From an optimization exercise on the open Yosys and OpenROAD flow, aimed at small area; shortcuts taken in it are not production practice.
RTL that was checked went through simulation tests only; none was proved equivalent to the original.
No functional check of the RTL was part of runs 1 to 6.
No activity file was given, so power comes from the tool's default toggle rates.

==> flow/design.v <==
`timescale 1ns/1ps
package dac_spi_pkg;
  localparam logic [3:0] CMD_WR_IN      = 4'h0;
  localparam logic [3:0] CMD_UPD        = 4'h1;
  localparam logic [3:0] CMD_WR_UPD_ALL = 4'h2;
  localparam logic [3:0] CMD_WR_UPD     = 4'h3;
  localparam int DAC_FRAME_BITS = 24;
  localparam int COMM_MSB       = 23;
  localparam int ADDR_MSB       = 19;
  localparam int DATA_MSB       = 15;
  typedef enum logic [1:0] {
    ST_IDLE  = 2'd0,
    ST_SHIFT = 2'd1,
    ST_DONE  = 2'd2
  } rx_state_e;
endpackage
`timescale 1ns/1ps
module spi_in_sync #(
  parameter int   STAGES  = 2,
  parameter logic RST_VAL = 1'b0
) (
  input  logic clk,
  input  logic rst,
  input  logic din,
  output logic dout,
  output logic rise,
  output logic fall
);
  logic [STAGES-1:0] sync_q, sync_d;
  logic              prev_q, prev_d;
  always_comb begin
    sync_d = {sync_q[STAGES-2:0], din};
    prev_d = sync_q[STAGES-1];
  end
  always_ff @(posedge clk or negedge rst) begin
    if (!rst) begin
      sync_q <= {STAGES{RST_VAL}};
      prev_q <= RST_VAL;
    end else begin
      sync_q <= sync_d;
      prev_q <= prev_d;
    end
  end
  assign dout = sync_q[STAGES-1];
  assign rise = dout & ~prev_q;
  assign fall = ~dout & prev_q;
endmodule
`timescale 1ns/1ps
module dac_spi_rx #(
  parameter int SYNC_STAGES = 2,
  parameter int NBITS       = 24,
  parameter int NCH         = 16
) (
  input  logic        clk,
  input  logic        rst,
  input  logic        spi_sync,
  input  logic        spi_sclk,
  input  logic        spi_data,
  input  logic [3:0]  rd_addr,
  output logic [15:0] rd_data,
  output logic        rx_valid,
  output logic [3:0]  rx_comm,
  output logic [3:0]  rx_addr,
  output logic [15:0] rx_data,
  output logic        frame_err,
  output logic        busy
);
  logic sync_s, sync_rise, sync_fall;
  logic sclk_s, sclk_rise, sclk_fall;
  logic data_s, data_rise, data_fall;
  logic unused_edges;
  spi_in_sync #(.STAGES(SYNC_STAGES), .RST_VAL(1'b1)) u_sync_sync (
    .clk(clk), .rst(rst), .din(spi_sync), .dout(sync_s), .rise(sync_rise), .fall(sync_fall));
  spi_in_sync #(.STAGES(SYNC_STAGES), .RST_VAL(1'b1)) u_sclk_sync (
    .clk(clk), .rst(rst), .din(spi_sclk), .dout(sclk_s), .rise(sclk_rise), .fall(sclk_fall));
  spi_in_sync #(.STAGES(SYNC_STAGES), .RST_VAL(1'b0)) u_data_sync (
    .clk(clk), .rst(rst), .din(spi_data), .dout(data_s), .rise(data_rise), .fall(data_fall));
  assign unused_edges = ^{sync_s, sclk_s, sclk_rise, data_rise, data_fall};
  dac_spi_pkg::rx_state_e                 state_q, state_d;
  logic [dac_spi_pkg::DAC_FRAME_BITS-1:0] sr_q, sr_d;
  logic [4:0]                cnt_q, cnt_d;
  logic                      rx_valid_q, rx_valid_d;
  logic                      frame_err_q, frame_err_d;
  logic [3:0]                rx_comm_q, rx_comm_d;
  logic [3:0]                rx_addr_q, rx_addr_d;
  logic [15:0]               rx_data_q, rx_data_d;
  logic                      good;
  always_comb begin
    state_d     = state_q;
    sr_d        = sr_q;
    cnt_d       = cnt_q;
    good        = 1'b0;
    frame_err_d = 1'b0;
    case (state_q)
      dac_spi_pkg::ST_IDLE: begin
        if (sync_fall) begin
          state_d = dac_spi_pkg::ST_SHIFT;
          cnt_d   = '0;
        end
      end
      dac_spi_pkg::ST_SHIFT: begin
        if (sclk_fall) begin
          sr_d = {sr_q[dac_spi_pkg::DAC_FRAME_BITS-2:0], data_s};
          if (cnt_q != 5'd31) cnt_d = cnt_q + 5'd1;
        end
        if (sync_rise) state_d = dac_spi_pkg::ST_DONE;
      end
      dac_spi_pkg::ST_DONE: begin
        state_d = dac_spi_pkg::ST_IDLE;
        if (cnt_q == 5'(NBITS)) good = 1'b1;
        else                    frame_err_d = 1'b1;
      end
      default: state_d = dac_spi_pkg::ST_IDLE;
    endcase
    rx_valid_d = good;
    rx_comm_d  = good ? sr_q[dac_spi_pkg::COMM_MSB -: 4]  : rx_comm_q;
    rx_addr_d  = good ? sr_q[dac_spi_pkg::ADDR_MSB -: 4]  : rx_addr_q;
    rx_data_d  = good ? sr_q[dac_spi_pkg::DATA_MSB -: 16] : rx_data_q;
  end
  always_ff @(posedge clk or negedge rst) begin
    if (!rst) begin
      state_q     <= dac_spi_pkg::ST_IDLE;
      cnt_q       <= '0;
      rx_valid_q  <= 1'b0;
      frame_err_q <= 1'b0;
      rx_comm_q   <= '0;
      rx_addr_q   <= '0;
      rx_data_q   <= '0;
    end else begin
      state_q     <= state_d;
      cnt_q       <= cnt_d;
      rx_valid_q  <= rx_valid_d;
      frame_err_q <= frame_err_d;
      rx_comm_q   <= rx_comm_d;
      rx_addr_q   <= rx_addr_d;
      rx_data_q   <= rx_data_d;
    end
  end
  always_ff @(posedge clk) sr_q <= sr_d;
  logic [NCH-1:0][15:0] in_r, out_r;      
  logic [3:0]           ptr_q;            
  logic                 ready_q;          
  logic                 pend_q;           
  logic                 run_q;            
  logic                 act;              
  logic                 c_wr;             
  logic                 p_hit, p_upd;
  logic [15:0]          in_new, out_new;
  assign c_wr  = (rx_comm_q[1:0] != 2'd1);
  assign act   = pend_q & (run_q | (ptr_q == 4'd0));
  assign p_hit = (ptr_q == rx_addr_q);
  assign p_upd = (rx_comm_q[1:0] == 2'd2) | (rx_comm_q[0] & p_hit);
  assign in_new  = (~ready_q | (act & c_wr & p_hit)) ? rx_data_q : in_r[0];
  assign out_new = (~ready_q | (act & p_upd)) ? in_new : out_r[0];
  always_ff @(posedge clk) begin
    in_r  <= {in_new,  in_r[NCH-1:1]};
    out_r <= {out_new, out_r[NCH-1:1]};
  end
  always_ff @(posedge clk or negedge rst) begin
    if (!rst) begin
      ptr_q   <= '0;
      ready_q <= 1'b0;
      pend_q  <= 1'b0;
      run_q   <= 1'b0;
    end else begin
      ptr_q <= ptr_q + 4'd1;
      if (ptr_q == 4'd15) ready_q <= 1'b1;
      if (good) begin
        pend_q <= (sr_q[dac_spi_pkg::COMM_MSB -: 2] == 2'd0);
      end else if (act) begin
        if (ptr_q == 4'd15) begin
          pend_q <= 1'b0;
          run_q  <= 1'b0;
        end else begin
          run_q  <= 1'b1;
        end
      end
    end
  end
  logic [3:0] a_lo, a_hi;           
  logic [3:0] p_lo, p_hi0, p_hi1;   
  logic [3:0] p_gt;                 
  logic [3:0] p_hgt;                
  logic [3:0] r_lo1, r_hi0, r_hi1, r_hi1h;
  logic       r_borrow, r_done, r_lt_hi, r_eq_hi;
  always_comb begin
    for (int m = 0; m < 4; m++) begin
      a_lo[m]  = (rd_addr[1:0] == 2'(m));
      a_hi[m]  = (rd_addr[3:2] == 2'(m));
      p_lo[m]  = (ptr_q[1:0] == 2'(m));
      p_hi0[m] = (ptr_q[3:2] == 2'(m));
      p_hi1[m] = (ptr_q[3:2] + 2'd1 == 2'(m));
      p_gt[m]  = (ptr_q[1:0] > 2'(m));
      p_hgt[m] = (ptr_q[3:2] > 2'(m));
    end
    for (int j = 0; j < 4; j++) begin
      r_lo1[j] = 1'b0;
      r_hi0[j] = 1'b0;
      r_hi1[j] = 1'b0;
      for (int m = 0; m < 4; m++) begin
        r_lo1[j] = r_lo1[j] | (a_lo[m] & p_lo[2'(m - j)]);
        r_hi0[j] = r_hi0[j] | (a_hi[m] & p_hi0[2'(m - j)]);
        r_hi1[j] = r_hi1[j] | (a_hi[m] & p_hi1[2'(m - j)]);
      end
    end
    r_borrow = 1'b0;
    r_lt_hi  = 1'b0;
    r_eq_hi  = 1'b0;
    for (int m = 0; m < 4; m++) begin
      r_borrow = r_borrow | (a_lo[m] & p_gt[m]);
      r_lt_hi  = r_lt_hi  | (a_hi[m] & p_hgt[m]);
      r_eq_hi  = r_eq_hi  | (a_hi[m] & p_hi0[m]);
    end
    r_hi1h = r_borrow ? r_hi1 : r_hi0;
    r_done = r_lt_hi | (r_eq_hi & r_borrow);
  end
  logic r_hit, r_upd, r_new, use_rx, use_in, use_out;
  assign r_hit = (rd_addr == rx_addr_q);
  assign r_upd = (rx_comm_q[1:0] == 2'd2) | (rx_comm_q[0] & r_hit);
  assign r_new = pend_q & ~(run_q & r_done) & r_upd;
  assign use_rx  = ~ready_q | (r_new & c_wr & r_hit);
  assign use_in  = ~use_rx & r_new;
  assign use_out = ~use_rx & ~r_new;
  logic [NCH-1:0] r_oh;
  always_comb begin
    for (int k = 0; k < NCH; k++) r_oh[k] = r_hi1h[k / 4] & r_lo1[k % 4];
  end
  for (genvar b = 0; b < 16; b++) begin : g_rd
    logic [5:0] yo, yi;
    logic       po, pi;
    for (genvar j = 0; j < 5; j++) begin : g_j
      dac_spi_aoi222 u_o (.a0(out_r[3*j][b]), .b0(r_oh[3*j]), .a1(out_r[3*j+1][b]), .b1(r_oh[3*j+1]),
                          .a2(out_r[3*j+2][b]), .b2(r_oh[3*j+2]), .y(yo[j]));
      dac_spi_aoi222 u_i (.a0(in_r[3*j][b]), .b0(r_oh[3*j]), .a1(in_r[3*j+1][b]), .b1(r_oh[3*j+1]),
                          .a2(in_r[3*j+2][b]), .b2(r_oh[3*j+2]), .y(yi[j]));
    end
    assign yo[5] = ~(out_r[15][b] & r_oh[15]);
    assign yi[5] = ~(in_r[15][b] & r_oh[15]);
    assign po = ~&yo;
    assign pi = ~&yi;
    logic yf;
    dac_spi_aoi222 u_f (.a0(po), .b0(use_out), .a1(pi), .b1(use_in),
                        .a2(rx_data_q[b]), .b2(use_rx), .y(yf));
    assign rd_data[b] = ~yf;
  end
  assign rx_valid  = rx_valid_q;
  assign frame_err = frame_err_q;
  assign rx_comm   = rx_comm_q;
  assign rx_addr   = rx_addr_q;
  assign rx_data   = rx_data_q;
  assign busy      = (state_q == dac_spi_pkg::ST_SHIFT);
endmodule
module dac_spi_aoi222 (
  input  logic a0, b0, a1, b1, a2, b2,
  output logic y
);
  assign y = ~((a0 & b0) | (a1 & b1) | (a2 & b2));
endmodule
==> flow/flow/run.sh <==
#!/bin/bash
# Own layout flow: the standard synthesis, then the standard ORFS steps with:
#  - port buffers of a plain buffer cell (sky130_fd_sc_hd__buf_1) that the resizer may resize
#    freely (MATCH_CELL_FOOTPRINT=0), instead of a delay-buffer footprint,
#  - clock tree synthesis with small clock buffers and small sink clusters, and no dummy
#    balancing loads.
# Each tool's output goes to synth.log / layout.log in the work folder.
set -euo pipefail
cd "$(dirname "$0")/.."
bash standard.sh synth > synth.log 2>&1
bash standard.sh \
  "BUFFER_PORTS_ARGS=-buffer_cell sky130_fd_sc_hd__buf_1" \
  "CTS_ARGS=-sink_clustering_enable -repair_clock_nets -sink_clustering_size 10 -sink_clustering_max_diameter 30 -buf_list {sky130_fd_sc_hd__clkbuf_4} -dont_use_dummy_load" \
  "MATCH_CELL_FOOTPRINT=0" \
  finish > layout.log 2>&1
==> flow/standard.sh <==
#!/bin/bash
# synth_recipe.tcl (not shown) runs the flow's synth.tcl, then flattens the netlist and writes it again
# the make line also repeats each setting of config.mk as NAME=value (left out here)
make -C /OpenROAD-flow-scripts/flow DESIGN_CONFIG=/design/flow/config.mk WORK_HOME=/design/flow/orfs CLKGATE_MAP_FILE= SYNTH_SCRIPT=/design/flow/synth_recipe.tcl "${@:-finish}"
==> flow/config.mk <==
export PLATFORM = sky130hd
export DESIGN_NAME = dac_spi_rx
export DESIGN_NICKNAME = dac_spi_rx
export VERILOG_FILES = /design/flow/design.v
export SDC_FILE = /design/flow/constraint.sdc
export NUM_CORES = 4
export LEC_CHECK = 0
export CAP_MARGIN = 20
export CORE_MARGIN = 2
export CORE_UTILIZATION = 60
export GPL_TIMING_DRIVEN = 0
export SLEW_MARGIN = 20
export SYNTH_HIERARCHICAL = 1
export SYNTH_MINIMUM_KEEP_SIZE = 0
==> flow/constraint.sdc <==
create_clock -name core_clock -period 5.0 [get_ports {clk}]
set_input_delay 1.0000 -clock core_clock [delete_from_list [all_inputs] [get_ports {clk}]]
set_output_delay 1.0000 -clock core_clock [all_outputs]
set_load 0.01 [all_outputs]
==> flow_summary.yaml, run 1 <==
outcome:
  violatedChecks: "setup timing"
  status: "finished with violations"
setup_path:
  required_ns: 4.00
  crit_start: "ptr_q[0]$_DFF_PN0_"
  r2r_setup_slack_ns: 1.95
  crit_arrival_ns: 4.27
  critPathMaxFanout: 12
  start_kind: "flop"
  crit_path_end_kind: "output pin"
  critPathKind: "reg -> out"
  rr_startpoint: "ptr_q[1]$_DFF_PN0_"
clock_network:
  cts_tree: "built"
  cts_made_buffers: 95
  cts-hold-fix-buffers: 0
  clk_pin_slew_ns: 0.09
  cts_root_buf: "clkbuf_4"
  htreeDepth: 3
  cts.sinks: 584
  clk_path_buf_depth: 3
  insertion_delay_ns: 0.74
sta:
  maxSlewHeadroom_pct: 35.4
  tightest_slew_ns: 0.968
  final.min_clock_period_ns: 5.27
  fin_crit_sh_pct: 105
  timing.final.hold_violations: 0
  setup_viol: 16
  finalSetupTns_ns: -1.85
  slew_violations: 0
  rsz0062_at_grt: "true"
  clock_skew_ns: 0.0918
  fmax_mhz: 190
  finalWorstSetupSlack_ns: -0.271
routing:
  via_count: 10660
  drc: 0
  wl_um: 42400
  vias_per_cell: 6.39
  ant_nets: 0
  drt_iter0_drc: 1430
  post_drt_wl_per_cell_um: 25.5
  dr.pass1.iters: 9
final_layout:
  areaGrowthSynthToFinish_pct: 18.6
  drive_gt1_share_pct: 23.7
  fillers: 1780
  final_core_util_pct: 71.9
  final_common_cell: "dfxtp_1"
  final_cell_mix: "dfxtp_1 (512), a222oi_1 (176), clkbuf_4 (96)"
  seqCellArea_sq_um: 12200
  multiInputGateArea_sq_um: 4210
  finalNonFillerCells: 1667
  nNetsFinal: 1343
  fin_area_sq_um: 19300
synthesis:
  avgSynthCellArea_sq_um: 15.0
  netlist_area_sq_um: 16300
  syn-instance-count: 1084
  synth_nets: 1100
  yosysWarnings: 33
grt:
  antenna_found_initial: 1
  grt_overflow_total: 0
  grt_pass1_wl_um: 61500
  grt_pass1_vias: 10689
  grt_util_all_layers_pct: 28.7
  grt_max_degree: 33
hold_path:
  hp-class: "in -> async"
power:
  irDropWorstVdd_uv: 215
  power_density_nw_per_um2: 381
  power.leakage_uw: 0.00805
  p_total_uw: 7350
placement:
  hpwl_um: 24300
  routabilityCongestion: 0.762
  dpl_cell_area_sq_um: 17600
  dp_cells: 1507
  port_buffers: 48
floorplanning:
  rows: 60
  die_h_um: 169
  core-area_sq_um: 26800
  die_w_um: 169
  dieArea_sq_um: 28400
  io_pins: 52
  initial_core_util_pct: 60.6
job:
  max_cap_viol_count: 0
## worst paths after layout
check / to / cells past startpoint
max: rd_data[8] / 16
min: rx_data_q[10]$_DFFE_PN0P_ / 1
max reg2reg: out_r[247]$_DFF_P_ / 8
min reg2reg: u_data_sync.sync_q[1]$_DFF_PN0_ / 0
max in group asynchronous: u_sync_sync.prev_q$_DFF_PN1_ / 2
min in group core_clock: u_data_sync.sync_q[1]$_DFF_PN0_ / 0
## registers in the layout, indices dropped and copies added, names as in the netlist
register            flops
in_r                  256
out_r                 256
sr_q                   24
rx_data_q              16
cnt_q                   5
ptr_q                   4
rx_addr_q               4
rx_comm_q               4
state_q                 2
u_data_sync.sync_q      2
u_sclk_sync.sync_q      2
u_sync_sync.sync_q      2
frame_err_q             1
pend_q                  1
ready_q                 1
run_q                   1
rx_valid_q              1
u_sclk_sync.prev_q      1
u_sync_sync.prev_q      1
## per-stage QoR
step / hold slack (ns) / setup WS, ns
global route: 0.128 / -0.405
global placement: 0.332 / -2.47
finish: 0.181 / -0.271
floorplan: 0.330 / 0.00626
CTS: 0.134 / -0.0948
detailed placement: 0.336 / -0.837
## report_power, final
part	leakage, uW	total, uW	internal, uW	switching (uW)
clock	0.000437	2320	869	1450
sequential	0.00497	4750	4720	23.6
combinational	0.00264	285	112	173
## critical path, cell delays in order (launching register included)
cell and delay (ns):
dfrtp_2 0.38, inv_2 0.06, ha_4 0.16, nor2b_4 0.12
o31ai_4 0.33, buf_4 0.20, mux2_4 0.33, nor2_4 0.17
buf_4 0.17, nor2_4 0.11, buf_12 0.19, a222oi_1 0.23
nand2_1 0.08, a211o_1 0.30, a222oi_1 0.48, inv_1 0.10
buf_2 0.15
## routing by layer
metal | share of wire [%] | routed length [um] | global-route usage [%]
met1 | 42 | 17700 | 38.4
met2 | 47 | 19900 | 46.6
met3 | 8.0 | 3400 | 5.45
met4 | 3.4 | 1430 | 11.2
met5 | 0 | 0 | 0
## area by class of cell
cell class,instances,share of cell area (%)
well taps,341,2.21
multi-input cells,460,21.8
repair buffers,146,8.04
inverters,24,0.468
flip-flops and latches,584,63.2
plain buffers,16,0.506
diodes,1,0.0130
clock buffers,95,3.70
## what timing repair did
| action | 4_1_cts | 5_1_grt |
|---|---|---|
| pin swaps | 50 | 46 |
| gates resized for setup | 41 | 34 |
| gates cloned | 2 | 4 |
| endpoints found under the hold margin | 0 | 0 |
| setup endpoints to repair | 16 | 16 |
| setup buffers | 33 | 26 |
==> run 2: changes to the inputs <==
--- a/flow/design.v
+++ b/flow/design.v
@@ -238,10 +238,7 @@
     assign yi[5] = ~(in_r[15][b] & r_oh[15]);
     assign po = ~&yo;
     assign pi = ~&yi;
-    logic yf;
-    dac_spi_aoi222 u_f (.a0(po), .b0(use_out), .a1(pi), .b1(use_in),
-                        .a2(rx_data_q[b]), .b2(use_rx), .y(yf));
-    assign rd_data[b] = ~yf;
+    assign rd_data[b] = (po & use_out) | (pi & use_in) | (rx_data_q[b] & use_rx);
   end
   assign rx_valid  = rx_valid_q;
   assign frame_err = frame_err_q;
--- a/flow/config.mk
+++ b/flow/config.mk
@@ -7,7 +7,7 @@
 export LEC_CHECK = 0
 export CAP_MARGIN = 20
 export CORE_MARGIN = 2
-export CORE_UTILIZATION = 60
+export CORE_UTILIZATION = 40
 export GPL_TIMING_DRIVEN = 0
 export SLEW_MARGIN = 20
 export SYNTH_HIERARCHICAL = 1
==> run 2 against run 1 <==
Still fails the layout checks on setup timing. Final area increased by 0.32%. Total power is essentially flat. Clock power is essentially flat. Critical path type unchanged. Clock skew is 0.038 ns higher. Critical endpoint is now rd_data[11].
==> flow_summary.yaml, run 2 <==
outcome:
  status: "finished with violations"
  violatedChecks: "setup timing"
floorplanning:
  dieArea_sq_um: 42400
  die_w_um: 206
  core-area_sq_um: 40000
  rows: 73
  die_h_um: 206
  initial_core_util_pct: 40.7
  io_pins: 52
grt:
  grt_util_all_layers_pct: 20.3
  grt_pass1_wl_um: 64200
  grt_overflow_total: 0
  grt_pass1_vias: 10868
  antenna_found_initial: 2
  grt_max_degree: 41
setup_path:
  path_buf_inv: 5
  worst_path_most_repeated_cell: "buf_12"
  slowest_stage: "o31ai_4"
  critPathMaxStageDelay_ns: 0.39
  path_cells: "inv_2, ha_4, and2b_1, o31ai_4, buf_4, xnor2_2, nand2_2, a21boi_4, buf_12, and2_4, buf_12, a222oi_1, and3_1, nand3_2, a21oi_2, o221ai_2, buf_2"
  required_ns: 4.00
  critPathMaxFanout: 8
  crit_arrival_ns: 4.04
  cp_top_family: "compound AO/OA/AOI/OAI gates"
  start_kind: "flop"
  crit_path_end_kind: "output pin"
  critPathKind: "reg -> out"
final_layout:
  nNetsFinal: 1326
  fillers: 3502
  final_core_util_pct: 48.3
  final_common_cell: "dfxtp_1"
  drive_gt1_share_pct: 25.4
  largest_registers: "in_r: 256 flops, out_r: 256 flops, sr_q: 24 flops"
  areaGrowthSynthToFinish_pct: 18.6
  final_cell_mix: "dfxtp_1 (512), a222oi_1 (160), clkbuf_4 (97)"
sta:
  setup_viol: 12
  timing.final.hold_violations: 0
  rsz0062_at_grt: "true"
  fin_crit_sh_pct: 101
  slew_violations: 0
  maxSlewHeadroom_pct: 28.8
  fmax_mhz: 199
  final.min_clock_period_ns: 5.04
  tightest_slew_ns: 1.06
  finalWorstSetupSlack_ns: -0.0366
  clock_skew_ns: 0.130
  finalSetupTns_ns: -0.248
synthesis:
  avgSynthCellArea_sq_um: 14.9
  synth_nets: 1108
  yosysWarnings: 33
  syn-instance-count: 1092
  netlist_area_sq_um: 16300
power:
  power_density_nw_per_um2: 381
  switchingPower_uw: 1650
  power.leakage_uw: 0.00735
  pwr-share-comb_pct: 3.8
  p_int_uw: 5710
  clockPowerShare_pct: 31.7
  switching_share_pct: 22.4
  p_seq_share_pct: 64.5
  irDropWorstVdd_uv: 147
clock_network:
  cts_made_buffers: 96
  cts.sinks: 584
  cts_root_buf: "clkbuf_4"
  insertion_delay_ns: 0.79
  htreeDepth: 3
  cts-hold-fix-buffers: 0
  clk_path_buf_depth: 3
  clk_pin_slew_ns: 0.07
  cts_tree: "built"
routing:
  vias_per_cell: 5.67
  post_drt_wl_per_cell_um: 23.1
  drt_iter0_drc: 1336
  via_count: 10397
  wl_um: 42400
  drc: 0
  ant_nets: 0
  dr.pass1.iters: 6
job:
  max_cap_viol_count: 0
placement:
  hpwl_um: 24300
  port_buffers: 49
  routabilityCongestion: 0.776
hold_path:
  hp-class: "in -> async"
run 2: changes by cell type in the layout (fill, tap and decap cells not counted), sizes merged, moves of 4 or more:
cell,delta
a211o,-33
and3,+31
a21oi,+29
buf,-19
nand2,-17
a222oi,-16
o221ai,+16
inv,-14
and2,+8
a211oi,-7
clkbuf,-4
run 2: final timing paths:
path	from	end	cells after the start	slack, ns
worst min register to register	out_r[117]$_DFF_P_	out_r[101]$_DFF_P_	0	0.21
worst max register to register	ptr_q[2]$_DFF_PN0_	out_r[254]$_DFF_P_	8	1.99
min in group core_clock	out_r[117]$_DFF_P_	out_r[101]$_DFF_P_	0	0.21
max in group asynchronous	rst	u_sclk_sync.prev_q$_DFF_PN1_	2	4.36
worst min-delay path	rst	state_q[1]$_DFFE_PN0P_	1	0.13
worst max-delay path	ptr_q[1]$_DFF_PN0_	rd_data[11]	17	-0.04
run 2: per-layer routing:
metal,vias to the layer above,part of all wire (%),global-route usage [%]
met5,-,0,0
met4,0,2.6,8.09
met3,78,6.6,4.29
met2,369,48,34.3
met1,5223,43,25.5
li1,4727,-,-
run 2: layout make-up:
cell class | count | area, sq um | area share (%)
well taps | 525 | 657 | 3.40
diodes | 2 | 5.00 | 0.0259
plain buffers | 20 | 121 | 0.628
multi-input cells | 480 | 4280 | 22.2
inverters | 10 | 37.5 | 0.194
flip-flops and latches | 584 | 12200 | 63.0
repair buffers | 118 | 1330 | 6.85
clock buffers | 96 | 721 | 3.73
run 2: power groups by stage:
stage / Sequential (uW) / Combinational, uW / Clock [uW]
floorplan: 4840 / 106 / 0
global placement: 4850 / 183 / 0
detailed placement: 4850 / 227 / 0
CTS: 4740 / 266 / 2400
global route: 4750 / 298 / 2600
finish: 4740 / 277 / 2330
run 2: stage by stage:
step                      hold WS [ns]  cell area, sq um  worst slack, ns  std cells  total power [uW]
after global placement           0.333             17200            -2.38       1666              5030
after floorplan                  0.330             16300            0.250       1092              4950
after detailed placement         0.335             17800           -0.570       1690              5080
final                            0.130             19300          -0.0366       1835              7360
after CTS                       0.0613             19100          -0.0193       1823              7410
after global routing            0.0482             19300           -0.313       1835              7650
run 2: timing repair:
| item | 4_1_cts | 5_1_grt |
|---|---|---|
| resized for setup | 63 | 32 |
| endpoints found under the setup margin | 16 | 16 |
| buffers inserted | 34 | 10 |
| pin swaps | 18 | 16 |
| gates cloned | 4 | 0 |
==> run 3: changes to the inputs <==
--- a/flow/design.v
+++ b/flow/design.v
@@ -138,7 +138,7 @@
   end
   always_ff @(posedge clk) sr_q <= sr_d;
   logic [NCH-1:0][15:0] in_r, out_r;      
-  logic [3:0]           ptr_q;            
+  logic [3:0]           plo_q, phi_q;     
   logic                 ready_q;          
   logic                 pend_q;           
   logic                 run_q;            
@@ -147,8 +147,11 @@
   logic                 p_hit, p_upd;
   logic [15:0]          in_new, out_new;
   assign c_wr  = (rx_comm_q[1:0] != 2'd1);
-  assign act   = pend_q & (run_q | (ptr_q == 4'd0));
-  assign p_hit = (ptr_q == rx_addr_q);
+  logic p_first, p_last;    
+  assign p_first = plo_q[0] & phi_q[0];
+  assign p_last  = plo_q[3] & phi_q[3];
+  assign act   = pend_q & (run_q | p_first);
+  assign p_hit = plo_q[rx_addr_q[1:0]] & phi_q[rx_addr_q[3:2]];
   assign p_upd = (rx_comm_q[1:0] == 2'd2) | (rx_comm_q[0] & p_hit);
   assign in_new  = (~ready_q | (act & c_wr & p_hit)) ? rx_data_q : in_r[0];
   assign out_new = (~ready_q | (act & p_upd)) ? in_new : out_r[0];
@@ -158,17 +161,19 @@
   end
   always_ff @(posedge clk or negedge rst) begin
     if (!rst) begin
-      ptr_q   <= '0;
+      plo_q   <= 4'b0001;
+      phi_q   <= 4'b0001;
       ready_q <= 1'b0;
       pend_q  <= 1'b0;
       run_q   <= 1'b0;
     end else begin
-      ptr_q <= ptr_q + 4'd1;
-      if (ptr_q == 4'd15) ready_q <= 1'b1;
+      plo_q <= {plo_q[2:0], plo_q[3]};
+      if (plo_q[3]) phi_q <= {phi_q[2:0], phi_q[3]};
+      if (p_last) ready_q <= 1'b1;
       if (good) begin
         pend_q <= (sr_q[dac_spi_pkg::COMM_MSB -: 2] == 2'd0);
       end else if (act) begin
-        if (ptr_q == 4'd15) begin
+        if (p_last) begin
           pend_q <= 1'b0;
           run_q  <= 1'b0;
         end else begin
@@ -187,11 +192,11 @@
     for (int m = 0; m < 4; m++) begin
       a_lo[m]  = (rd_addr[1:0] == 2'(m));
       a_hi[m]  = (rd_addr[3:2] == 2'(m));
-      p_lo[m]  = (ptr_q[1:0] == 2'(m));
-      p_hi0[m] = (ptr_q[3:2] == 2'(m));
-      p_hi1[m] = (ptr_q[3:2] + 2'd1 == 2'(m));
-      p_gt[m]  = (ptr_q[1:0] > 2'(m));
-      p_hgt[m] = (ptr_q[3:2] > 2'(m));
+      p_lo[m]  = plo_q[m];
+      p_hi0[m] = phi_q[m];
+      p_hi1[m] = phi_q[2'(m - 1)];
+      p_gt[m]  = |(plo_q >> (m + 1));
+      p_hgt[m] = |(phi_q >> (m + 1));
     end
     for (int j = 0; j < 4; j++) begin
       r_lo1[j] = 1'b0;
==> run 3 against run 2 <==
Now clean on timing, DRC and antenna. First-iteration DRC count is 6.4% lower. Non-clock buffer count stayed put. Global-route usage is 0.53 points lower. Hold slack worse by 0.052 ns. Critical endpoint unchanged. Largest cell class unchanged. Highest routed layer unchanged.
==> flow_summary.yaml, run 3 <==
outcome:
  status: "no timing/DRC/antenna violations"
floorplanning:
  rows: 74
  io_pins: 52
  core-area_sq_um: 40600
  die_w_um: 207
  initial_core_util_pct: 40.4
  die_h_um: 207
  dieArea_sq_um: 42700
setup_path:
  rr_startpoint: "phi_q[0]$_DFFE_PN1P_"
  crit_arrival_ns: 3.76
  cp_top_family: "compound AO/OA/AOI/OAI gates"
  crit_start: "plo_q[3]$_DFF_PN0_"
  required_ns: 4.00
  r2r_setup_slack_ns: 2.39
  start_kind: "flop"
  path_cells: "buf_6, o311ai_4, or3b_4, o21ai_0, a32oi_2, buf_4, nor2_4, buf_12, buf_16, a222oi_1, and3_1, nand3_1, o21ai_1, o211ai_1, buf_2"
  r2r_end: "out_r[252]$_DFF_P_"
  critPathKind: "reg -> out"
  path_buf_inv: 5
  critPathMaxStageDelay_ns: 0.40
  endpoint: "rd_data[11]"
  slowest_stage: "dfrtp_1"
  critPathMaxFanout: 17
  r2r_cells: 6
  cp_num_cells: 15
  crit_path_end_kind: "output pin"
power:
  switchingPower_uw: 1550
  p_total_uw: 7260
  power_density_nw_per_um2: 378
  irDropWorstVdd_uv: 178
  p_int_uw: 5700
  clockPowerShare_pct: 32.8
  switching_share_pct: 21.4
  pwr-share-comb_pct: 1.3
  p_seq_share_pct: 65.9
  power.leakage_uw: 0.00719
synthesis:
  yosysWarnings: 35
  netlist_area_sq_um: 16400
  synth_nets: 1120
  avgSynthCellArea_sq_um: 14.8
  syn-instance-count: 1108
clock_network:
  clk_pin_slew_ns: 0.10
  cts_made_buffers: 100
  cts.sinks: 588
  insertion_delay_ns: 0.80
  cts-hold-fix-buffers: 0
  htreeDepth: 3
  cts_tree: "built"
  cts_root_buf: "clkbuf_4"
  clk_path_buf_depth: 3
routing:
  dr.pass1.iters: 9
  via_count: 10505
  ant_nets: 0
  vias_per_cell: 5.65
  wl_um: 41500
  post_drt_wl_per_cell_um: 22.3
  drt_iter0_drc: 1251
  drc: 0
final_layout:
  final_common_cell: "dfxtp_1"
  areaGrowthSynthToFinish_pct: 16.9
  final_cell_mix: "dfxtp_1 (512), a222oi_1 (160), clkbuf_4 (101)"
  final_core_util_pct: 47.2
  fillers: 3535
  seqCellArea_sq_um: 12300
  drive_gt1_share_pct: 22.0
  multiInputGateArea_sq_um: 4170
  nNetsFinal: 1339
  largest_registers: "in_r: 256 flops, out_r: 256 flops, sr_q: 24 flops"
sta:
  setup_viol: 0
  timing.final.hold_violations: 0
  maxSlewHeadroom_pct: 38.1
  fmax_mhz: 210
  fin_crit_sh_pct: 95.1
  tightest_slew_ns: 0.929
  finalWorstSetupSlack_ns: 0.243
  slew_violations: 0
  clock_skew_ns: 0.110
  final.min_clock_period_ns: 4.76
placement:
  hpwl_um: 25000
  routabilityCongestion: 0.760
  port_buffers: 48
  post-place-ws_ns: -0.531
grt:
  grt_max_degree: 42
  grt_pass1_vias: 10967
  grt_pass1_wl_um: 63600
  grt_overflow_total: 0
  antenna_found_initial: 2
  grt_util_all_layers_pct: 19.8
hold_path:
  hp-class: "in -> async"
job:
  max_cap_viol_count: 0
[run 3: worst reg2reg max path, stage by stage (launching register included)]
cell and delay (ns):
dfstp_2 0.62, mux4_2 0.29, nand2_2 0.08, o31ai_4 0.64, buf_6 0.31, mux2_4 0.33, mux2_4 0.26
[run 3: per-stage QoR]
step	hold slack, ns	area, sq um	instances	TNS [ns]
5_1_grt	-0.000269	19200	1860	-0.0707
4_1_cts	0.0362	19100	1851	-0.0296
3_5_place_dp	0.337	17800	1704	-6.67
2_1_floorplan	0.330	16400	1108	0
6_report	0.0782	19200	1860	0
3_3_place_gp	0.333	17300	1688	-39.49
[run 3: final cells by class]
cell class,count,share of cell area (%)
flip-flops and latches,588,64.0
multi-input cells,495,21.7
repair buffers,119,6.28
clock buffers,100,3.91
well taps,532,3.47
plain buffers,19,0.554
inverters,4,0.0782
diodes,3,0.0391
[run 3: per-layer routing]
layer  routed length (um)  part of all wire [%]  global-route usage [%]  vias to the layer above
met5                    0                     0                       0                        -
met1                18600                    45                    26.8                     5272
li1                     -                     -                       -                     4771
met4                  969                   2.3                    7.53                        0
met2                19100                    46                    31.2                      374
met3                 2900                   7.0                    4.25                       88
[run 3: power groups by stage]
stage | Clock (uW) | Combinational, uW | Sequential (uW)
after global placement | 0 | 89.7 | 4880
after detailed placement | 0 | 95.1 | 4880
final | 2380 | 93.4 | 4780
after CTS | 2460 | 95.3 | 4780
after floorplan | 0 | 60.9 | 4880
after global routing | 2660 | 107 | 4780
[run 3: repair_timing]
action,4_1_cts,5_1_grt
pin swaps,17,10
endpoints found under the setup margin,16,16
buffers inserted,49,7
resized for setup,7,16
[run 3: worst min path at each step]
stage,to,cells past startpoint,start,slack (ns)
2_1_floorplan,in_r[128]$_DFF_P_,0,in_r[144]$_DFF_P_,0.33
3_3_place_gp,in_r[237]$_DFF_P_,0,in_r[253]$_DFF_P_,0.33
3_5_place_dp,out_r[227]$_DFF_P_,0,out_r[243]$_DFF_P_,0.34
4_1_cts,rx_data_q[5]$_DFFE_PN0P_,1,rst,0.04
5_1_grt,rx_data_q[5]$_DFFE_PN0P_,1,rst,-0.0003
6_report,rx_data_q[5]$_DFFE_PN0P_,1,rst,0.08
==> run 4: changes to the inputs <==
--- a/flow/config.mk
+++ b/flow/config.mk
@@ -7,7 +7,7 @@
 export LEC_CHECK = 0
 export CAP_MARGIN = 20
 export CORE_MARGIN = 2
-export CORE_UTILIZATION = 40
+export CORE_UTILIZATION = 60
 export GPL_TIMING_DRIVEN = 0
 export SLEW_MARGIN = 20
 export SYNTH_HIERARCHICAL = 1
==> run 4 against run 3 <==
Still clean. Utilization grew 22 points. Hold slack improved by 0.17 ns. Critical path depth did not move. Flip-flop and latch count unchanged. Synthesized cell count did not move. Clock power down 4%. Register-to-register slack worse by 0.08 ns. Critical path type unchanged. Largest cell class unchanged.
==> flow_summary.yaml, run 4 <==
clock_network:
  cts_root_buf: "clkbuf_4"
  clk_path_buf_depth: 3
  cts-hold-fix-buffers: 0
  insertion_delay_ns: 0.73
  htreeDepth: 3
  clk_pin_slew_ns: 0.08
  cts.sinks: 588
  cts_tree: "built"
  cts_made_buffers: 92
sta:
  fin_crit_sh_pct: 97.7
  timing.final.hold_violations: 0
  clock_skew_ns: 0.0844
  maxSlewHeadroom_pct: 40.4
  tightest_slew_ns: 0.895
  fmax_mhz: 205
  setup_viol: 0
  finalSetupTns_ns: 0
  hold_ws_ns: 0.249
  finalWorstSetupSlack_ns: 0.117
  slew_violations: 0
  final.min_clock_period_ns: 4.88
outcome:
  status: "no timing/DRC/antenna violations"
final_layout:
  largest_registers: "in_r: 256 flops, out_r: 256 flops, sr_q: 24 flops"
  areaGrowthSynthToFinish_pct: 14.4
  finalNonFillerCells: 1646
  nNetsFinal: 1318
  drive_gt1_share_pct: 20.8
  final_cell_mix: "dfxtp_1 (512), a222oi_1 (160), clkbuf_4 (93)"
  final_common_cell: "dfxtp_1"
routing:
  dr.pass1.iters: 7
  wl_um: 41600
  ant_nets: 0
  post_drt_wl_per_cell_um: 25.2
  via_count: 10496
  drt_iter0_drc: 1279
  drc: 0
  vias_per_cell: 6.38
placement:
  post-place-ws_ns: -0.493
  hpwl_um: 23800
  routabilityCongestion: 0.775
  dp_cells: 1515
  port_buffers: 48
floorplanning:
  initial_core_util_pct: 61.0
  die_w_um: 169
  rows: 60
  core-area_sq_um: 27000
  io_pins: 52
  dieArea_sq_um: 28700
  die_h_um: 169
power:
  irDropWorstVdd_uv: 261
  p_total_uw: 7150
  power.leakage_uw: 0.00708
  power_density_nw_per_um2: 380
grt:
  grt_max_degree: 29
  grt_overflow_total: 0
  antenna_found_initial: 1
  grt_pass1_wl_um: 61800
  grt_pass1_vias: 10552
  grt_util_all_layers_pct: 28.8
synthesis:
  avgSynthCellArea_sq_um: 14.8
  synth_nets: 1120
  yosysWarnings: 35
  syn-instance-count: 1108
  netlist_area_sq_um: 16400
setup_path:
  start_kind: "flop"
  required_ns: 4.00
  critPathKind: "reg -> out"
  critPathMaxFanout: 6
  r2r_setup_slack_ns: 2.31
  crit_arrival_ns: 3.88
  crit_path_end_kind: "output pin"
job:
  max_cap_viol_count: 0
hold_path:
  hp-class: "in -> async"
-- run 4: worst paths after layout --
kind	depth (start not counted)	end	startpoint
setup / recovery	15	rd_data[5]	plo_q[1]$_DFF_PN0_
hold / removal	1	plo_q[2]$_DFF_PN0_	rst
setup reg to reg	5	out_r[254]$_DFF_P_	plo_q[0]$_DFF_PN1_
hold reg to reg	0	out_r[125]$_DFF_P_	out_r[141]$_DFF_P_
max in group asynchronous	2	rx_data_q[10]$_DFFE_PN0P_	rst
min in group core_clock	0	out_r[125]$_DFF_P_	out_r[141]$_DFF_P_
-- run 4: critical path, cell delays in order (launching register included) --
cell	delay (ns)
dfrtp_1	0.42
nor2b_2	0.24
o311ai_4	0.09
buf_4	0.18
or3b_2	0.45
o21ai_2	0.10
a32oi_2	0.07
buf_4	0.18
buf_4	0.15
nor2_4	0.31
clkbuf_16	0.24
a222oi_1	0.08
nand3_1	0.09
a31oi_1	0.06
o211ai_1	0.30
buf_1	0.18
-- run 4: routing by layer --
layer	part of all wire [%]	track usage (%)	vias to the layer above
li1	-	-	4738
met1	43	38.8	5220
met2	47	46.9	454
met3	7.7	5.74	84
met4	2.3	10.0	0
met5	0	0	-
-- run 4: final cells by class --
type | count | area [sq um]
Inverter | 4 | 15.0
Antenna cell | 1 | 2.50
Multi-Input combinational cell | 495 | 4170
Timing Repair Buffer | 105 | 1090
Tap cell | 341 | 427
Fill cell | 1928 | 8160
Sequential cell | 588 | 12300
Clock buffer | 92 | 691
Buffer | 20 | 113
-- run 4: stage by stage --
stage / util (%) / cell area [sq um]
floorplan: - / 16400
global placement: 63.2 / 17000
detailed placement: 65.3 / 17600
CTS: 69.3 / 18700
global route: 69.7 / 18800
finish: 69.7 / 18800
-- run 4: repair_timing --
item                       CTS  global route
setup buffers               28             9
resized for setup            6            11
cloned                       0             2
pin swaps                   14             6
setup endpoints to repair   16            16
-- run 4: power by group --
part / internal (uW) / switching [uW] / leakage [uW]
Combinational: 35.2 / 58.4 / 0.00162
Clock: 842 / 1440 / 0.000423
Sequential: 4750 / 22.7 / 0.00503
==> run 5: changes to the inputs <==
--- a/flow/design.v
+++ b/flow/design.v
@@ -194,7 +194,7 @@
       a_hi[m]  = (rd_addr[3:2] == 2'(m));
       p_lo[m]  = plo_q[m];
       p_hi0[m] = phi_q[m];
-      p_hi1[m] = phi_q[2'(m - 1)];
+      p_hi1[m] = phi_q[(m + 3) % 4];
       p_gt[m]  = |(plo_q >> (m + 1));
       p_hgt[m] = |(phi_q >> (m + 1));
     end
@@ -203,9 +203,9 @@
       r_hi0[j] = 1'b0;
       r_hi1[j] = 1'b0;
       for (int m = 0; m < 4; m++) begin
-        r_lo1[j] = r_lo1[j] | (a_lo[m] & p_lo[2'(m - j)]);
-        r_hi0[j] = r_hi0[j] | (a_hi[m] & p_hi0[2'(m - j)]);
-        r_hi1[j] = r_hi1[j] | (a_hi[m] & p_hi1[2'(m - j)]);
+        r_lo1[j] = r_lo1[j] | (a_lo[m] & p_lo[(m - j + 4) % 4]);
+        r_hi0[j] = r_hi0[j] | (a_hi[m] & p_hi0[(m - j + 4) % 4]);
+        r_hi1[j] = r_hi1[j] | (a_hi[m] & p_hi1[(m - j + 4) % 4]);
       end
     end
     r_borrow = 1'b0;
==> run 5 against run 4 <==
Now fails the layout checks on setup timing. Clock-buffer cell count fell by 5. Sequential power hardly changed. Total power shrank 0.22%. Register-to-register slack worse by 0.36 ns. Critical path type unchanged. Highest routed layer unchanged.
==> flow_summary.yaml, run 5 <==
sta:
  final.min_clock_period_ns: 5.15
  maxSlewHeadroom_pct: 29.2
  setup_viol: 9
  rsz0062_at_grt: "true"
  timing.final.hold_violations: 0
  fin_crit_sh_pct: 103
  finalWorstSetupSlack_ns: -0.150
  slew_violations: 0
  fmax_mhz: 194
  clock_skew_ns: 0.0992
  tightest_slew_ns: 1.06
grt:
  grt_overflow_total: 0
  grt_pass1_wl_um: 61600
  antenna_found_initial: 1
  grt_pass1_vias: 10571
  grt_util_all_layers_pct: 28.6
  grt_max_degree: 32
job:
  max_cap_viol_count: 0
routing:
  wl_met1_um: 18200
  wl_met2_um: 20200
  wl_met3_um: 3410
  ant_nets: 0
  wl_um: 43500
  highest_layer: "met4"
  drt_iter0_drc: 1402
  via_count: 10727
  post_drt_wl_per_cell_um: 26.1
  drc: 0
  dr.pass1.iters: 7
  vias_per_cell: 6.43
clock_network:
  cts.sinks: 588
  htreeDepth: 3
  cts_tree: "built"
  clk_pin_slew_ns: 0.10
  insertion_delay_ns: 0.75
  clk_path_buf_depth: 3
  cts-hold-fix-buffers: 0
  cts_root_buf: "clkbuf_4"
  cts_made_buffers: 87
power:
  power_density_nw_per_um2: 370
  pwr-share-comb_pct: 1.5
  p_int_uw: 5600
  switching_share_pct: 21.6
  irDropWorstVdd_uv: 285
  switchingPower_uw: 1540
  power.leakage_uw: 0.00752
  clockPowerShare_pct: 31.5
  p_seq_share_pct: 67.0
setup_path:
  critPathMaxFanout: 10
  critPathKind: "reg -> out"
  crit_path_end_kind: "output pin"
  crit_arrival_ns: 4.15
  required_ns: 4.00
  start_kind: "flop"
outcome:
  status: "finished with violations"
  violatedChecks: "setup timing"
floorplanning:
  io_pins: 52
  rows: 60
  initial_core_util_pct: 61.1
  die_w_um: 170
  dieArea_sq_um: 28800
  core-area_sq_um: 27000
  die_h_um: 170
final_layout:
  largest_registers: "in_r: 256 flops, out_r: 256 flops, sr_q: 24 flops"
  final_cell_mix: "dfxtp_1 (512), a222oi_1 (160), clkbuf_4 (88)"
  nNetsFinal: 1338
  drive_gt1_share_pct: 25.5
  fin_area_sq_um: 19300
  areaGrowthSynthToFinish_pct: 17.0
  final_common_cell: "dfxtp_1"
placement:
  port_buffers: 47
  routabilityCongestion: 0.764
  post-place-ws_ns: -0.582
  hpwl_um: 24100
  dpl_cell_area_sq_um: 17700
synthesis:
  avgSynthCellArea_sq_um: 15.2
  netlist_area_sq_um: 16500
  synth_nets: 1097
  syn-instance-count: 1085
  yosysWarnings: 9
hold_path:
  hp-class: "in -> async"
-- run 5: routing by layer --
| metal | vias to the layer above | GRT usage [%] |
|---|---|---|
| met5 | - | 0 |
| met1 | 5354 | 38.4 |
| met2 | 495 | 46.7 |
| li1 | 4768 | - |
| met4 | 0 | 10.7 |
| met3 | 110 | 5.36 |
-- run 5: per-stage QoR --
step | utilization (%) | total power (uW) | setup TNS (ns) | hold slack (ns) | cells
after floorplan | - | 4940 | 0 | 0.330 | 1085
after global placement | 63.4 | 4980 | -43.46 | 0.333 | 1473
after detailed placement | 65.5 | 4990 | -7.66 | 0.336 | 1491
after CTS | 69.4 | 7160 | 0 | 0.158 | 1615
after global routing | 71.5 | 7390 | -2.47 | 0.177 | 1667
final | 71.5 | 7130 | -0.396 | 0.213 | 1667
-- run 5: cell type report --
class                   count  area (sq um)
plain buffers              20           164
clock buffers              87           653
fillers                  1815          7680
repair buffers            152          1520
multi-input cells         471          4200
flip-flops and latches    588         12300
inverters                   6          22.5
well taps                 341           427
diodes                      2          5.00
-- run 5: power groups by stage --
stage	combinational (uW)	clock (uW)	sequential, uW
after floorplan	64.6	0	4880
after global placement	95.2	0	4880
after detailed placement	108	0	4880
after CTS	110	2280	4780
after global routing	122	2490	4780
final	108	2250	4780
-- run 5: final timing paths --
| check | from | endpoint | slack [ns] | depth (start not counted) |
|---|---|---|---|---|
| max | plo_q[3]$_DFF_PN0_ | rd_data[15] | -0.15 | 15 |
| min | rst | rx_data_q[5]$_DFFE_PN0P_ | 0.21 | 1 |
| max reg2reg | phi_q[0]$_DFFE_PN1P_ | out_r[249]$_DFF_P_ | 1.95 | 5 |
| min reg2reg | out_r[53]$_DFF_P_ | out_r[37]$_DFF_P_ | 0.26 | 0 |
| max in group asynchronous | rst | plo_q[0]$_DFF_PN1_ | 4.17 | 2 |
| min in group core_clock | out_r[53]$_DFF_P_ | out_r[37]$_DFF_P_ | 0.26 | 0 |
-- run 5: worst max-delay path, stage by stage (launching register included) --
cell      delay (ns)
dfrtp_1         0.37
buf_6           0.12
and2b_2         0.22
a221oi_4        0.31
buf_6           0.19
mux2i_4         0.32
buf_6           0.15
buf_6           0.09
nor2_4          0.09
buf_4           0.19
buf_6           0.14
a222oi_1        0.45
and3_1          0.23
nand4_1         0.09
a221o_1         0.34
clkbuf_2        0.16
-- run 5: timing repair --
action,in CTS,in global routing
gates resized for setup,25,35
pin swaps,7,40
buffers inserted,36,43
gates cloned,1,9
endpoints found under the setup margin,16,16
==> run 6: changes to the inputs <==
--- a/flow/config.mk
+++ b/flow/config.mk
@@ -7,7 +7,7 @@
 export LEC_CHECK = 0
 export CAP_MARGIN = 20
 export CORE_MARGIN = 2
-export CORE_UTILIZATION = 60
+export CORE_UTILIZATION = 40
 export GPL_TIMING_DRIVEN = 0
 export SLEW_MARGIN = 20
 export SYNTH_HIERARCHICAL = 1
==> run 6 against run 5 <==
The layout still fails its checks (setup timing). Register-to-register slack got worse by 0.07 ns. Clock skew decreased by 0.016 ns. Sequential share of layout area fell by 0.16 points. Largest cell class unchanged. Fmax grew 1.8%. Global-route usage fell by 8.3 points. Utilization is 24 points lower. Setup slack better by 0.093 ns. Area after synthesis unchanged. Synthesized cell count is the same. Final area grew 0.25%. Critical path type unchanged.
==> flow_summary.yaml, run 6 <==
outcome:
  status: "finished with violations"
  violatedChecks: "setup timing"
setup_path:
  worst_path_most_repeated_cell: "buf_4"
  path_cells: "buf_6, and2b_2, a221oi_4, buf_4, mux2i_4, buf_4, nor2_4, buf_16, a222oi_1, and3_2, nand4_1, a221o_1, buf_2"
  start_kind: "flop"
  crit_path_end_kind: "output pin"
  slowest_stage: "a221o_1"
  crit_arrival_ns: 4.06
  critPathMaxStageDelay_ns: 0.42
  critPathMaxFanout: 17
  critPathKind: "reg -> out"
  required_ns: 4.00
floorplanning:
  die_h_um: 207
  core-area_sq_um: 40700
  rows: 74
  initial_core_util_pct: 40.4
  die_w_um: 207
  io_pins: 52
  dieArea_sq_um: 42800
power:
  power_density_nw_per_um2: 373
  power.leakage_uw: 0.00735
  irDropWorstVdd_uv: 133
job:
  max_cap_viol_count: 0
routing:
  wl_um: 43300
  drt_iter0_drc: 1361
  drc: 0
  via_count: 10464
  vias_per_cell: 5.73
  post_drt_wl_per_cell_um: 23.7
  ant_nets: 0
  dr.pass1.iters: 8
final_layout:
  fillers: 3552
  drive_gt1_share_pct: 23.6
  final_core_util_pct: 47.4
  multiInputGateArea_sq_um: 4200
  largest_registers: "in_r: 256 flops, out_r: 256 flops, sr_q: 24 flops"
  final_common_cell: "dfxtp_1"
  nNetsFinal: 1305
  final_cell_mix: "dfxtp_1 (512), a222oi_1 (160), clkbuf_4 (97)"
  areaGrowthSynthToFinish_pct: 17.3
  seqCellArea_sq_um: 12300
sta:
  timing.final.hold_violations: 0
  tightest_slew_ns: 1.07
  maxSlewHeadroom_pct: 28.2
  finalSetupTns_ns: -0.254
  hold_ws_ns: 0.0849
  rsz0062_at_grt: "true"
  finalWorstSetupSlack_ns: -0.0569
  clock_skew_ns: 0.0836
  fmax_mhz: 198
  slew_violations: 0
  setup_viol: 12
  fin_crit_sh_pct: 101
  final.min_clock_period_ns: 5.06
synthesis:
  yosysWarnings: 9
  netlist_area_sq_um: 16500
  avgSynthCellArea_sq_um: 15.2
  synth_nets: 1097
  syn-instance-count: 1085
clock_network:
  cts.sinks: 588
  htreeDepth: 3
  cts_tree: "built"
  clk_path_buf_depth: 3
  insertion_delay_ns: 0.80
  cts_made_buffers: 96
  cts_root_buf: "clkbuf_4"
  clk_pin_slew_ns: 0.10
hold_path:
  hp-class: "in -> async"
grt:
  grt_pass1_vias: 10645
  grt_max_degree: 45
  grt_pass1_wl_um: 64300
  grt_overflow_total: 0
  antenna_found_initial: 2
  grt_util_all_layers_pct: 20.3
placement:
  routabilityCongestion: 0.714
  port_buffers: 47
  hpwl_um: 24900
## run 6: worst paths after layout
kind,endpoint,cells past startpoint,slack [ns],startpoint
worst max register to register,out_r[254]$_DFF_P_,8,1.88,plo_q[3]$_DFF_PN0_
worst min register to register,in_r[95]$_DFF_P_,0,0.28,in_r[111]$_DFF_P_
max in group asynchronous,u_sclk_sync.prev_q$_DFF_PN1_,2,4.36,rst
worst min-delay path,u_data_sync.sync_q[0]$_DFF_PN0_,1,0.08,rst
worst max-delay path,rd_data[0],13,-0.06,plo_q[3]$_DFF_PN0_
min in group core_clock,in_r[95]$_DFF_P_,0,0.28,in_r[111]$_DFF_P_
## run 6: final cells by class
class | count | area share [%]
antenna | 4 | 0.0518
buffer | 19 | 0.797
clock buffer | 96 | 3.73
tap | 532 | 3.45
sequential | 588 | 63.6
timing repair buffer | 111 | 6.54
multi-input combinational | 471 | 21.7
inverter | 6 | 0.117
## run 6: metal layers
metal  track usage (%)  wire [um]  vias to the layer above
met4              8.00       1010                        0
met5                 0          0                        -
met3              4.95       3340                       80
met2              33.4      21000                      438
met1              25.8      17900                     5235
li1                  -          -                     4711
## run 6: through the flow
stage               setup WS (ns)  cells  instance area (sq um)  total power [uW]
CTS                       -0.0663   1820                  19300              7290
global route               -0.290   1827                  19300              7520
floorplan                   0.279   1085                  16500              4940
global placement            -2.77   1664                  17300              4980
detailed placement         -0.661   1684                  17900              4990
finish                    -0.0569   1827                  19300              7210
## run 6: power by group
group | switching, uW | internal (uW) | leakage, uW
Sequential | 24.3 | 4760 | 0.00503
Combinational | 63.3 | 38.8 | 0.00187
Clock | 1460 | 876 | 0.000442
Total | 1540 | 5670 | 0.00735
## run 6: critical path: cells and delay by family (launching register included)
| family | cells | cell delay [ns] |
|---|---|---|
| compound gates | 3 | 1.14 |
| buf+inv | 5 | 0.87 |
| mux | 1 | 0.30 |
| flops | 1 | 0.36 |
| simple gates | 4 | 0.61 |
## run 6: timing repair
action / 4_1_cts / 5_1_grt
setup endpoints to repair: 16 / 16
pin swaps: 29 / 25
gates cloned: 6 / 1
setup buffers: 34 / 3
resized for setup: 38 / 9
hold buffers: 0 / 0
==> run 7: changes to the inputs <==
--- a/flow/design.v
+++ b/flow/design.v
@@ -186,7 +186,8 @@
   logic [3:0] p_lo, p_hi0, p_hi1;   
   logic [3:0] p_gt;                 
   logic [3:0] p_hgt;                
-  logic [3:0] r_lo1, r_hi0, r_hi1, r_hi1h;
+  logic [3:0] r_lo1, r_hi0, r_hi1;
+  logic [3:0] r_l0, r_l1;           
   logic       r_borrow, r_done, r_lt_hi, r_eq_hi;
   always_comb begin
     for (int m = 0; m < 4; m++) begin
@@ -216,7 +217,10 @@
       r_lt_hi  = r_lt_hi  | (a_hi[m] & p_hgt[m]);
       r_eq_hi  = r_eq_hi  | (a_hi[m] & p_hi0[m]);
     end
-    r_hi1h = r_borrow ? r_hi1 : r_hi0;
+    for (int j = 0; j < 4; j++) begin
+      r_l1[j] = r_lo1[j] & p_gt[3 - j];
+      r_l0[j] = r_lo1[j] & ~p_gt[3 - j];
+    end
     r_done = r_lt_hi | (r_eq_hi & r_borrow);
   end
   logic r_hit, r_upd, r_new, use_rx, use_in, use_out;
@@ -228,7 +232,7 @@
   assign use_out = ~use_rx & ~r_new;
   logic [NCH-1:0] r_oh;
   always_comb begin
-    for (int k = 0; k < NCH; k++) r_oh[k] = r_hi1h[k / 4] & r_lo1[k % 4];
+    for (int k = 0; k < NCH; k++) r_oh[k] = (r_l1[k % 4] & r_hi1[k / 4]) | (r_l0[k % 4] & r_hi0[k / 4]);
   end
   for (genvar b = 0; b < 16; b++) begin : g_rd
     logic [5:0] yo, yi;
--- a/flow/config.mk
+++ b/flow/config.mk
@@ -9,6 +9,7 @@
 export CORE_MARGIN = 2
 export CORE_UTILIZATION = 40
 export GPL_TIMING_DRIVEN = 0
+export SETUP_SLACK_MARGIN = -0.1
 export SLEW_MARGIN = 20
 export SYNTH_HIERARCHICAL = 1
 export SYNTH_MINIMUM_KEEP_SIZE = 0
==> run 7 against run 6 <==
The run now finishes clean. Clock power hardly changed. Via count down 2.6%. Clock-buffer cell count rose by 2. Critical path depth is 1 lower. Sequential power about the same. Flip-flop and latch count unchanged. Synthesized cell count down 0.55%. Critical endpoint is now rd_data[8].
==> flow_summary.yaml, run 7 <==
placement:
  dpl_cell_area_sq_um: 18100
  hpwl_um: 25500
  post-place-ws_ns: -0.595
  routabilityCongestion: 0.727
  port_buffers: 49
sta:
  clock_skew_ns: 0.117
  slew_violations: 0
  finalWorstSetupSlack_ns: 0.125
  hold_ws_ns: 0.116
  timing.final.hold_violations: 0
  finalSetupTns_ns: 0
  tightest_slew_ns: 1.06
  final.min_clock_period_ns: 4.88
  fmax_mhz: 205
  setup_viol: 0
  maxSlewHeadroom_pct: 29.2
  fin_crit_sh_pct: 97.5
hold_path:
  hp-class: "in -> async"
setup_path:
  critPathMaxStageDelay_ns: 0.59
  path_cells: "mux2i_1, mux2_2, mux2_2, nor2_4, buf_12, a222oi_1, and3_1, nand3_1, a21oi_1, o22ai_2, a21o_1, buf_1"
  start_kind: "flop"
  critPathKind: "reg -> out"
  required_ns: 4.00
  r2r_cells: 5
  worst_path_most_repeated_cell: "mux2_2"
  slowest_stage: "dfstp_2"
  crit_arrival_ns: 3.88
  rr_startpoint: "plo_q[0]$_DFF_PN1_"
  r2r_setup_slack_ns: 2.32
  path_buf_inv: 2
  critPathMaxFanout: 21
  cp_top_family: "multiplexers"
  r2r_end: "out_r[245]$_DFF_P_"
  crit_path_end_kind: "output pin"
clock_network:
  htreeDepth: 3
  clk_pin_slew_ns: 0.10
  cts_tree: "built"
  cts_root_buf: "clkbuf_4"
  clk_path_buf_depth: 3
  cts_made_buffers: 98
  insertion_delay_ns: 0.80
  cts.sinks: 588
routing:
  drt_iter0_drc: 1126
  drc: 0
  wl_um: 40700
  dr.pass1.iters: 7
  ant_nets: 0
  via_count: 10197
  vias_per_cell: 5.69
  post_drt_wl_per_cell_um: 22.7
floorplanning:
  die_h_um: 207
  core-area_sq_um: 40800
  rows: 74
  initial_core_util_pct: 40.5
  die_w_um: 207
  io_pins: 52
  dieArea_sq_um: 42900
synthesis:
  yosysWarnings: 9
  avgSynthCellArea_sq_um: 15.3
  syn-instance-count: 1079
  synth_nets: 1091
  netlist_area_sq_um: 16500
grt:
  grt_use_met1_pct: 25.8
  grt_max_degree: 34
  busiest_layer: "met2"
  grt_overflow_total: 0
  antenna_found_initial: 2
  grt_util_all_layers_pct: 18.8
  use_met2_pct: 29.6
  grt.met3_usage_pct: 4.30
  grt_pass1_wl_um: 62300
  grt_pass1_vias: 10600
final_layout:
  fin_area_sq_um: 18900
  final_common_cell: "dfxtp_1"
  drive_gt1_share_pct: 21.1
  nNetsFinal: 1268
  final_cell_mix: "dfxtp_1 (512), a222oi_1 (160), clkbuf_4 (99)"
  largest_registers: "in_r: 256 flops, out_r: 256 flops, sr_q: 24 flops"
  areaGrowthSynthToFinish_pct: 14.6
  fillers: 3580
power:
  clockPowerShare_pct: 32.4
  irDropWorstVdd_uv: 198
  switchingPower_uw: 1530
  pwr-share-comb_pct: 1.4
  p_seq_share_pct: 66.1
  power.leakage_uw: 0.00712
  switching_share_pct: 21.2
  p_int_uw: 5690
  power_density_nw_per_um2: 382
job:
  max_cap_viol_count: 0
outcome:
  status: "no timing/DRC/antenna violations"
run 7: cell types whose count changed in the layout (fill, tap and decap cells not counted), moves of 16 or more:
| cell | previous run | this run |
|---|---|---|
| buf_4 | 22 | 6 |
| a21o_1 | 0 | 16 |
| nand3_1 | 17 | 34 |
| a21oi_1 | 4 | 36 |
| nor2_1 | 20 | 4 |
| nand2_1 | 43 | 8 |
| and3_1 | 10 | 33 |
run 7: layer usage:
metal,part of all wire (%),wire [um]
met5,0,0
met4,2.1,860
met3,7.1,2910
met2,46,18500
met1,45,18400
run 7: metrics by stage:
step	total power [uW]	utilization, %	instances
after floorplan	4940	-	1079
after global placement	4980	42.5	1660
after detailed placement	4990	44.3	1684
after CTS	7320	46.2	1782
after global routing	7520	46.4	1791
final	7220	46.4	1791
run 7: worst max path at each step:
stage / startpoint / to / cells after the start
2_1_floorplan: rd_addr[1] / rd_data[14] / 10
3_3_place_gp: rd_addr[1] / rd_data[15] / 12
3_5_place_dp: rd_addr[1] / rd_data[8] / 14
4_1_cts: rd_addr[1] / rd_data[8] / 14
5_1_grt: rd_addr[1] / rd_data[7] / 14
6_report: phi_q[0]$_DFFE_PN1P_ / rd_data[8] / 12
run 7: cell type report:
type,count,area (sq um),share of cell area [%]
antenna,5,12.5,0.0661
timing repair buffer,77,771,4.07
buffer,19,169,0.892
clock buffer,98,736,3.89
multi-input combinational,466,4270,22.6
sequential,588,12300,64.9
tap,532,666,3.52
inverter,6,22.5,0.119
run 7: power groups by stage:
stage          Sequential (uW)  Combinational (uW)  Clock (uW)
6_report                  4780                 102        2340
4_1_cts                   4780                 104        2430
3_3_place_gp              4880                94.4           0
5_1_grt                   4780                 115        2630
3_5_place_dp              4880                 102           0
2_1_floorplan             4880                65.5           0
run 7: repair_timing:
| item | CTS | global route |
|---|---|---|
| pin swaps | 0 | 3 |
| setup endpoints to repair | 16 | 14 |
| gates resized for setup | 7 | 3 |
| hold buffers | 0 | 0 |
| cloned | 0 | 0 |
| buffers inserted | 0 | 4 |
==> run 8: changes to the inputs <==
--- a/flow/config.mk
+++ b/flow/config.mk
@@ -9,6 +9,7 @@
 export CORE_MARGIN = 2
 export CORE_UTILIZATION = 40
 export GPL_TIMING_DRIVEN = 0
+export PLACE_DENSITY = 0.75
 export SETUP_SLACK_MARGIN = -0.1
 export SLEW_MARGIN = 20
 export SYNTH_HIERARCHICAL = 1
==> run 8 against run 7 <==
Area after synthesis did not move. Clock power fell by 5%. Non-clock buffer count fell by 1. Critical path type is now in -> out. Critical endpoint is now rd_data[9]. Highest routed layer unchanged.
==> flow_summary.yaml, run 8 <==
setup_path:
  r2r_setup_slack_ns: 2.25
  crit_start: "rd_addr[1]"
  rr_startpoint: "plo_q[0]$_DFF_PN1_"
  r2r_end: "out_r[250]$_DFF_P_"
  slowest_stage: "mux2_2"
  critPathKind: "in -> out"
  cp_num_cells: 14
  cp_top_family: "compound AO/OA/AOI/OAI gates"
  crit_path_end_kind: "output pin"
  worst_path_most_repeated_cell: "buf_1"
  path_buf_inv: 5
  path_cells: "buf_1, clkbuf_4, mux2_2, o21ai_4, clkbuf_2, nor2_4, buf_16, a222oi_1, and3_1, nand3_1, a21oi_1, o22ai_2, a21o_1, buf_1"
  crit_arrival_ns: 3.93
  critPathMaxFanout: 18
  critPathMaxStageDelay_ns: 0.40
  endpoint: "rd_data[9]"
  r2r_cells: 5
  required_ns: 4.00
  start_kind: "input port"
routing:
  wl_um: 39700
  dr.pass1.iters: 10
  drt_iter0_drc: 1365
  drc: 0
  ant_nets: 0
  via_count: 10374
  vias_per_cell: 5.84
  post_drt_wl_per_cell_um: 22.3
sta:
  fmax_mhz: 203
  tightest_slew_ns: 1.10
  timing.final.hold_violations: 0
  clock_skew_ns: 0.145
  slew_violations: 0
  finalSetupTns_ns: 0
  fin_crit_sh_pct: 98.6
  finalWorstSetupSlack_ns: 0.0680
  setup_viol: 0
  maxSlewHeadroom_pct: 26.4
  final.min_clock_period_ns: 4.93
final_layout:
  final_cell_mix: "dfxtp_1 (512), a222oi_1 (160), clkbuf_4 (90)"
  fin_area_sq_um: 18800
  areaGrowthSynthToFinish_pct: 13.5
  drive_gt1_share_pct: 20.4
  finalNonFillerCells: 1776
  final_common_cell: "dfxtp_1"
  nNetsFinal: 1257
  largest_registers: "in_r: 256 flops, out_r: 256 flops, sr_q: 24 flops"
grt:
  grt_max_degree: 38
  grt_util_all_layers_pct: 18.0
  grt_pass1_vias: 10612
  grt_overflow_total: 0
  antenna_found_initial: 1
  grt_pass1_wl_um: 60600
floorplanning:
  initial_core_util_pct: 40.5
  rows: 74
  die_w_um: 207
  dieArea_sq_um: 42900
  io_pins: 52
  die_h_um: 207
  core-area_sq_um: 40800
synthesis:
  netlist_area_sq_um: 16500
  yosysWarnings: 9
  synth_nets: 1091
  avgSynthCellArea_sq_um: 15.3
  syn-instance-count: 1079
power:
  power.leakage_uw: 0.00705
  irDropWorstVdd_uv: 191
  power_density_nw_per_um2: 379
  p_total_uw: 7110
clock_network:
  insertion_delay_ns: 0.78
  cts.sinks: 588
  cts_tree: "built"
  cts_made_buffers: 88
  clk_pin_slew_ns: 0.09
  htreeDepth: 3
  cts_root_buf: "clkbuf_4"
  clk_path_buf_depth: 3
placement:
  port_buffers: 49
  dpl_cell_area_sq_um: 18000
  post-place-ws_ns: -0.469
  hpwl_um: 24400
  dp_cells: 1682
  routabilityCongestion: 0.787
hold_path:
  hp-class: "in -> async"
outcome:
  status: "no timing/DRC/antenna violations"
job:
  max_cap_viol_count: 0
==> run 8: how the worst min path moves through the flow <==
stage / cells past startpoint / start / slack [ns] / endpoint
3_3_place_gp: 0 / out_r[247]$_DFF_P_ / 0.33 / out_r[231]$_DFF_P_
5_1_grt: 1 / rst / 0.05 / rx_data_q[6]$_DFFE_PN0P_
2_1_floorplan: 0 / in_r[144]$_DFF_P_ / 0.33 / in_r[128]$_DFF_P_
4_1_cts: 1 / rst / 0.08 / rx_data_q[6]$_DFFE_PN0P_
3_5_place_dp: 0 / in_r[202]$_DFF_P_ / 0.34 / in_r[186]$_DFF_P_
6_report: 1 / rst / 0.12 / rx_data_q[6]$_DFFE_PN0P_
==> run 8: timing repair <==
item,4_1_cts,5_1_grt
pin swaps,0,4
buffers inserted,0,5
resized for setup,4,6
setup endpoints to repair,16,15
hold buffers,0,0
==> run 8: power breakdown <==
group	internal [uW]	switching [uW]
Sequential	4750	24.4
Combinational	39.5	62.5
Clock	807	1420
Total	5600	1500
==> run 8: layer usage <==
layer	global-route usage [%]	vias to the layer above	share of wire, %
met5	0	-	0
met1	24.8	5147	42
met3	3.66	105	9.4
met2	27.9	519	46
li1	-	4603	-
met4	7.19	0	2.8
==> run 8: layout make-up <==
type | instances | area [sq um]
well taps | 532 | 666
diodes | 1 | 2.50
fillers | 3490 | 22100
plain buffers | 19 | 169
flip-flops and latches | 588 | 12300
multi-input cells | 466 | 4260
repair buffers | 76 | 696
inverters | 6 | 22.5
clock buffers | 88 | 661
==> run 8: per-stage QoR <==
step / hold slack [ns] / util, %
5_1_grt: 0.0450 / 45.9
3_3_place_gp: 0.333 / 42.5
4_1_cts: 0.0797 / 45.8
6_report: 0.115 / 45.9
2_1_floorplan: 0.330 / -
3_5_place_dp: 0.336 / 44.1
==> run 8: worst register-to-register path, cell delays in order (launching register included) <==
cell and delay, ns:
dfstp_2 0.61, mux4_2 0.30, a31oi_1 0.09, o21ai_1 0.78, buf_2 0.47, mux2_2 0.39

-- port drivers added, routing unchanged --
In the flow no input, the clock included, has a driving cell. The finished layouts below were timed again as built, in two steps.
Step 1: set_driving_cell puts a clkbuf_16 on clk and a buf_2 on each other input, an assumption about the parent block.
Step 2 adds t to the input delays and takes it off the output delays; t is the mean of the earliest and latest rising clock arrival at the registers after step 1. Input paths then give back, and output paths get back, about the clock's delay inside the block.
Three values: ideal ports, drivers, drivers and shift; two values: the first two.
| run | shift t [ns] | slack for setup (ns) | clock arrival spread, ns | pins driven straight from the clock port |
|---|---|---|---|---|
| run 1 | 0.744 | -0.271 / -0.318 / -0.281 | 0.105 / 0.105 | 1 |
| run 2 | 0.775 | -0.037 / -0.083 / 0.010 | 0.133 / 0.132 | 1 |
| run 3 | 0.797 | 0.243 / 0.196 / 0.239 | 0.122 / 0.122 | 1 |
| run 4 | 0.731 | 0.117 / 0.070 / 0.092 | 0.125 / 0.126 | 1 |
| run 5 | 0.742 | -0.150 / -0.195 / -0.155 | 0.102 / 0.102 | 1 |
| run 6 | 0.807 | -0.057 / -0.105 / 0.015 | 0.109 / 0.108 | 1 |
| run 7 | 0.788 | 0.125 / 0.079 / 0.105 | 0.123 / 0.123 | 1 |
| run 8 | 0.756 | 0.068 / 0.038 / 0.038 | 0.158 / 0.158 | 1 |
For run 8, which loses most, drivers alone change the setup slack by -0.030 ns; drivers and shift together by -0.030 ns.
